Background: an optimization exercise with open tools, aiming at small area. Do not read the settings as production practice.
In this exercise RTL edits were held to simulation tests only and were not proved equivalent to the original.
Power and IR drop assume default switching activity.

Design prefetch_buffer_tmr, start of the top module:
module prefetch_buffer_tmr (
        input  logic                                  clk,
        input  logic                                  rst_i,
        input  logic                                  fetch_req_i,
        input  logic                                  fetch_branch_i,
        input  logic [32-1:0]                 fetch_branch_addr_i,
        input  logic                                  fetch_ready_i,
        input  logic [3-1:0]                 mem_gnt_i,
        input  logic [3-1:0]                 mem_rvalid_i,
        input  logic [3*32-1:0]      mem_rdata_i,
        input  logic [3-1:0]                 set_broken_i,
        output logic                                  fetch_valid_o,
        output logic [32-1:0]                 fetch_rdata_o,
        output logic                                  fetch_busy_o,
        output logic                                  mem_req_o,
        output logic [32-1:0]                 mem_addr_o,
        output logic [3-1:0]                 is_broken_o,
        output logic                                  err_detected_o,
        output logic                                  err_corrected_o
);
Size in the first run: ~1900 cells after synthesis, ~370 flip-flops, ~210 I/O pins, ~18000 sq um of cells after synthesis.
clock: 10.0 ns
lec_check: 0
cap_margin: 20
core_margin: 2
core_utilization: 55
setup_slack_margin: -0.3
slew_margin: 20
standard.sh (not shown) runs the stock make flow with config.mk's settings and CLKGATE_MAP_FILE= SYNTH_SCRIPT=/design/flow/synth_recipe.tcl, a recipe that flattens the netlist after the stock synthesis.
==> flow/flow/run.sh <==
#!/bin/bash
# Layout flow: the standard layout (standard.sh) after a synthesis that
# differs from the standard one only in how combinational logic is mapped
# (see flow/synth.tcl), with the smallest buffer on every port and a
# clock tree of small buffers.
# Each tool's full output goes to its own log in the work folder.
set -euo pipefail
W=$(pwd)
export AREA_ABC_SCRIPT=$W/flow/area.abc
make -C "$FLOW_HOME" DESIGN_CONFIG="$W/config.mk" WORK_HOME="$W/orfs" CLKGATE_MAP_FILE= \
  SYNTH_SCRIPT="$W/flow/synth.tcl" synth > "$W/synth.log" 2>&1
export BUFFER_PORTS_ARGS="-buffer_cell sky130_fd_sc_hd__buf_1"
# Smaller clock buffers in smaller clusters, and no dummy loads
export CTS_ARGS="-sink_clustering_enable -repair_clock_nets -dont_use_dummy_load -buf_list sky130_fd_sc_hd__clkbuf_4 -sink_clustering_size 8 -sink_clustering_max_diameter 50"
bash standard.sh > "$W/layout.log" 2>&1
==> flow/flow/area.abc <==
strash
ifraig
dc2
rewrite -z
refactor -z
dc2
dch -f
amap
==> flow/flow/synth.tcl <==
# synth_recipe.tcl (the standard synthesis) with two changes to the
# combinational mapping only: ORFS's adder extraction is skipped, and ABC
# maps with an area-oriented script (flow/area.abc) in place of ORFS's
# speed script. The flip-flops are mapped by the same steps as before, so
# they keep the standard synthesis's names and cell types.
proc synth {args} { yosys synth -nofsm -noshare {*}$args }
proc area_abc_args {abc_args} {
  set i [lsearch -exact $abc_args -script]
  return [lreplace $abc_args [expr {$i + 1}] [expr {$i + 1}] $::env(AREA_ABC_SCRIPT)]
}
set fh [open $::env(SCRIPTS_DIR)/synth.tcl r]
set body [read $fh]
close $fh
set n [regsub {log_cmd abc \{\*\}\$abc_args} $body {log_cmd abc {*}[area_abc_args $abc_args]} body]
if { $n != 1 } { error "abc step not found in synth.tcl" }
if { [info exists ::env(ADDER_MAP_FILE)] } { unset ::env(ADDER_MAP_FILE) }
eval $body
# left out here: clear keep_hierarchy, flatten, clean up, hide names made inside functions, write 1_2_yosys.v
Then changed:
==> flow/flow/area.abc (replaced) <==
strash
ifraig
dc2
dc2
dch -f
amap
--- a/flow/config.mk
+++ b/flow/config.mk
@@ -9,4 +9,4 @@
 export CORE_MARGIN = 2
 export CORE_UTILIZATION = 55
-export SETUP_SLACK_MARGIN = -0.3
+export SETUP_SLACK_MARGIN = 0.5
 export SLEW_MARGIN = 20
Flip-flop and latch count stays the same.
Power hardly moves.
Synthesized area rose by 0.55%.
Combinational power stays flat.
Design area went up by 0.54%.
Worst hold slack gains 0.012 ns.
Register-to-register slack gets better by 0.30 ns.
Setup slack is better by 0.46 ns.
Utilization goes up by 0.18 points.
Then changed:
--- a/flow/config.mk
+++ b/flow/config.mk
@@ -8,5 +8,5 @@
 export CAP_MARGIN = 20
 export CORE_MARGIN = 2
-export CORE_UTILIZATION = 55
-export SETUP_SLACK_MARGIN = 0.5
+export CORE_UTILIZATION = 70
+export SETUP_SLACK_MARGIN = 0
 export SLEW_MARGIN = 20
=> Global-route usage rose by 9.4 points. Clock power barely changes. Setup slack loses 0.58 ns. Core utilization rose by 16 points. Non-clock buffer count fell by 4. Cell area fell by about 0.7%. Wire length rose by 3.4%. Sequential cell count stays the same.
Then changed:
--- a/flow/config.mk
+++ b/flow/config.mk
@@ -8,5 +8,6 @@
 export CAP_MARGIN = 20
 export CORE_MARGIN = 2
-export CORE_UTILIZATION = 70
+export CORE_UTILIZATION = 55
+export GPL_TIMING_DRIVEN = 0
 export SETUP_SLACK_MARGIN = 0
 export SLEW_MARGIN = 20
=>
- cell area climbs slightly
- routed wire length goes down by a few percent
- cell count grows by a few percent
- die area grows by a quarter to a third
- worst setup slack improved by 0.066 ns
- global-route usage went down by 9.2 points
- critical path depth fell by 2
- synthesized area stays the same
Then changed:
--- a/flow/config.mk
+++ b/flow/config.mk
@@ -6,8 +6,7 @@
 export NUM_CORES = 4
 export LEC_CHECK = 0
-export CAP_MARGIN = 20
+export CAP_MARGIN = 0
 export CORE_MARGIN = 2
 export CORE_UTILIZATION = 55
-export GPL_TIMING_DRIVEN = 0
 export SETUP_SLACK_MARGIN = 0
-export SLEW_MARGIN = 20
+export SLEW_MARGIN = 0
Effect:
- The new run finished clean
- area after synthesis stays the same
- via count drops by 1.0%
- routed wire length climbs by 0.41%
- design area drops by 1.6%
Then changed:
==> flow/flow/run.sh (replaced) <==
#!/bin/bash
# Layout flow: the standard layout (standard.sh) after a synthesis that
# differs from the standard one only in how combinational logic is mapped
# (see flow/synth.tcl), with the smallest buffer on every port.
# Each tool's full output goes to its own log in the work folder.
set -euo pipefail
W=$(pwd)
export AREA_ABC_SCRIPT=$W/flow/area.abc
make -C "$FLOW_HOME" DESIGN_CONFIG="$W/config.mk" WORK_HOME="$W/orfs" CLKGATE_MAP_FILE= \
  SYNTH_SCRIPT="$W/flow/synth.tcl" synth > "$W/synth.log" 2>&1
export BUFFER_PORTS_ARGS="-buffer_cell sky130_fd_sc_hd__buf_1"
bash standard.sh > "$W/layout.log" 2>&1
==> flow/flow/area.abc (replaced) <==
strash
ifraig
dc2
dch -f
amap
--- a/flow/config.mk
+++ b/flow/config.mk
@@ -6,7 +6,7 @@
 export NUM_CORES = 4
 export LEC_CHECK = 0
-export CAP_MARGIN = 0
+export CAP_MARGIN = 20
 export CORE_MARGIN = 2
-export CORE_UTILIZATION = 55
-export SETUP_SLACK_MARGIN = 0
-export SLEW_MARGIN = 0
+export CORE_UTILIZATION = 65
+export SETUP_SLACK_MARGIN = 0.5
+export SLEW_MARGIN = 20
Outcome: The new run completed without violations; area after synthesis came out higher by about 0.8%; via count came out higher by 5.1%; sequential share of layout area came out lower by 2.0 points; final area came out higher by about 4.3%.

willow:
prefetch_buffer_tmr again, from the RTL that the note above started with.
export LEC_CHECK = 0
export CAP_MARGIN = 20
export CORE_MARGIN = 2
export CORE_UTILIZATION = 55
export SETUP_SLACK_MARGIN = 0
export SLEW_MARGIN = 20
create_clock -name core_clock -period 10.0 [get_ports {clk}]
==> flow/flow/run.sh <==
#!/bin/bash
# Layout flow: the standard layout (standard.sh) after a synthesis that
# differs from the standard one only in how combinational logic is mapped
# (see flow/synth.tcl), with the smallest buffer on every port and a
# clock tree of small buffers.
# Each tool's full output goes to its own log in the work folder.
set -euo pipefail
W=$(pwd)
export AREA_ABC_SCRIPT=$W/flow/area.abc
make -C "$FLOW_HOME" DESIGN_CONFIG="$W/config.mk" WORK_HOME="$W/orfs" CLKGATE_MAP_FILE= \
  SYNTH_SCRIPT="$W/flow/synth.tcl" synth > "$W/synth.log" 2>&1
export BUFFER_PORTS_ARGS="-buffer_cell sky130_fd_sc_hd__buf_1"
# Smaller clock buffers in smaller clusters, and no dummy loads
export CTS_ARGS="-sink_clustering_enable -repair_clock_nets -dont_use_dummy_load -buf_list sky130_fd_sc_hd__clkbuf_4 -sink_clustering_size 8 -sink_clustering_max_diameter 50"
bash standard.sh > "$W/layout.log" 2>&1
==> flow/flow/area.abc <==
strash
ifraig
dc2
dc2
dch -f
amap
Scripts as last shown in full above: flow/flow/synth.tcl
willow was carried through to the last stage, and its layout satisfied the timing, design-rule and antenna checks.
--- input diff willow..onyx ---
-- flow/config.mk --
<<< willow, line 9
export CORE_MARGIN = 2
export CORE_UTILIZATION = 55
export SETUP_SLACK_MARGIN = 0
export SLEW_MARGIN = 20
>>> onyx, line 9
export CORE_MARGIN = 2
export CORE_UTILIZATION = 55
export PLACE_DENSITY = 0.75
export SETUP_SLACK_MARGIN = -0.3
export SLEW_MARGIN = 20
--- outcome ---
- Summary of onyx over willow: total via count after detailed routing rose about 1.5%; worst hold slack down 0.015 ns; flip-flop and latch share of the layout cell area level; cell area closely matched the old numbers; number of nets in the final layout about even.
- In the flow results for onyx and willow, the total buffers and inverters traversed by the critical path is larger on willow.
- In terms of fraction of cell area in non-clock buffers, onyx and willow differ only marginally.
- Setup slack in onyx is smaller than in willow.
--- input diff onyx..zinc ---
-- flow/config.mk --
<<< onyx, line 9
export CORE_MARGIN = 2
export CORE_UTILIZATION = 55
export PLACE_DENSITY = 0.75
export SETUP_SLACK_MARGIN = -0.3
export SLEW_MARGIN = 20
>>> zinc, line 9
export CORE_MARGIN = 2
export CORE_UTILIZATION = 55
export SETUP_SLACK_MARGIN = -0.3
export SLEW_MARGIN = 20
Findings:
- Changes observed in zinc relative to onyx: wire length increased by 1.2% relative to the old numbers; violation count after the first detailed-route iteration decreased by 7 relative to the old numbers; fmax increased by 0.54% relative to the old numbers; wire length on met1 increased by about 1.1% relative to the old numbers; worst setup slack increased by 0.050 ns relative to the old numbers.
Setup changes, zinc to amber
-- flow/flow/run.sh --
<<< zinc, line 9
export AREA_ABC_SCRIPT=$W/flow/area.abc
make -C "$FLOW_HOME" DESIGN_CONFIG="$W/config.mk" WORK_HOME="$W/orfs" CLKGATE_MAP_FILE= \
  SYNTH_SCRIPT="$W/flow/synth.tcl" synth > "$W/synth.log" 2>&1
export BUFFER_PORTS_ARGS="-buffer_cell sky130_fd_sc_hd__buf_1"
# Smaller clock buffers in smaller clusters, and no dummy loads
>>> amber, line 9
export AREA_ABC_SCRIPT=$W/flow/area.abc
make -C "$FLOW_HOME" DESIGN_CONFIG="$W/config.mk" WORK_HOME="$W/orfs" CLKGATE_MAP_FILE= \
  SYNTH_SCRIPT="$W/flow/synth.tcl" MIN_BUF_CELL_AND_PORTS="sky130_fd_sc_hd__buf_1 A X" synth > "$W/synth.log" 2>&1
export BUFFER_PORTS_ARGS="-buffer_cell sky130_fd_sc_hd__buf_1"
# Smaller clock buffers in smaller clusters, and no dummy loads
==> flow/flow/area.abc <==
strash
ifraig
dc2
rewrite -z
refactor -z
dc2
dch -f
amap
-- flow/config.mk --
<<< zinc, line 9
export CORE_MARGIN = 2
export CORE_UTILIZATION = 55
export SETUP_SLACK_MARGIN = -0.3
export SLEW_MARGIN = 20
>>> amber, line 9
export CORE_MARGIN = 2
export CORE_UTILIZATION = 55
export SETUP_SLACK_MARGIN = 0
export SLEW_MARGIN = 20
Findings:
- Per the comparison of amber with zinc, met2 usage in global routing now sits higher, synthesis-to-layout area growth now sits higher, placeable core region now sits at about the same level, first-iteration DRC count now sits higher, data required time of the critical path now sits at about the same level.
- [compare] base=zinc new=amber: met3 routing resource usage after global routing shows an increase of 0.62 points; design area now sits higher; non-clock buffer count increased by 6.0% relative to the old numbers.

static timing again, ports no longer ideal:
In the flow no input, the clock included, has a driving cell. The finished layouts below were timed again as built, in two steps.
Step 1 (the two cells are an assumption about what drives the block):
set clk [get_ports {clk}]
set_driving_cell -lib_cell sky130_fd_sc_hd__clkbuf_16 $clk
set_driving_cell -lib_cell sky130_fd_sc_hd__buf_2 [delete_from_list [all_inputs] $clk]
Step 2 times the ports against the registers' clock, not the clock port: input delays grow and output delays shrink by t, the midpoint of the rising clock arrivals with the driver on.
a / b / c = no drivers / after step 1 / after step 2; a / b = the first two.
run	t (ns)	setup slack, ns	clock arrival spread, ns	worst slew at a driven data input, ns
the first run of note 1	0.746	0.714 / 0.672 / -0.074	0.091 / 0.091	0.13
the second run of note 1	0.775	1.171 / 1.138 / 0.363	0.108 / 0.108	0.12
the third run of note 1	0.751	0.594 / 0.622 / -0.129	0.106 / 0.106	0.05
the fourth run of note 1	0.850	0.660 / 0.672 / -0.178	0.094 / 0.094	0.05
the fifth run of note 1	0.788	0.844 / 0.802 / 0.014	0.081 / 0.081	0.13
the sixth run of note 1	0.587	0.663 / 0.590 / 0.590	0.013 / 0.013	0.10
willow	0.788	0.844 / 0.802 / 0.014	0.081 / 0.081	0.13
onyx	0.802	0.616 / 0.566 / -0.115	0.111 / 0.111	0.10
zinc	0.792	0.666 / 0.623 / -0.169	0.072 / 0.071	0.13
amber	0.744	0.876 / 0.833 / 0.089	0.094 / 0.094	0.13
With both steps, setup timing fails in 5 of these runs, where it was met with ideal ports. The setup slack of the fourth run of note 1, which loses most, moves by +0.012 ns with the drivers and by -0.838 ns with both steps.
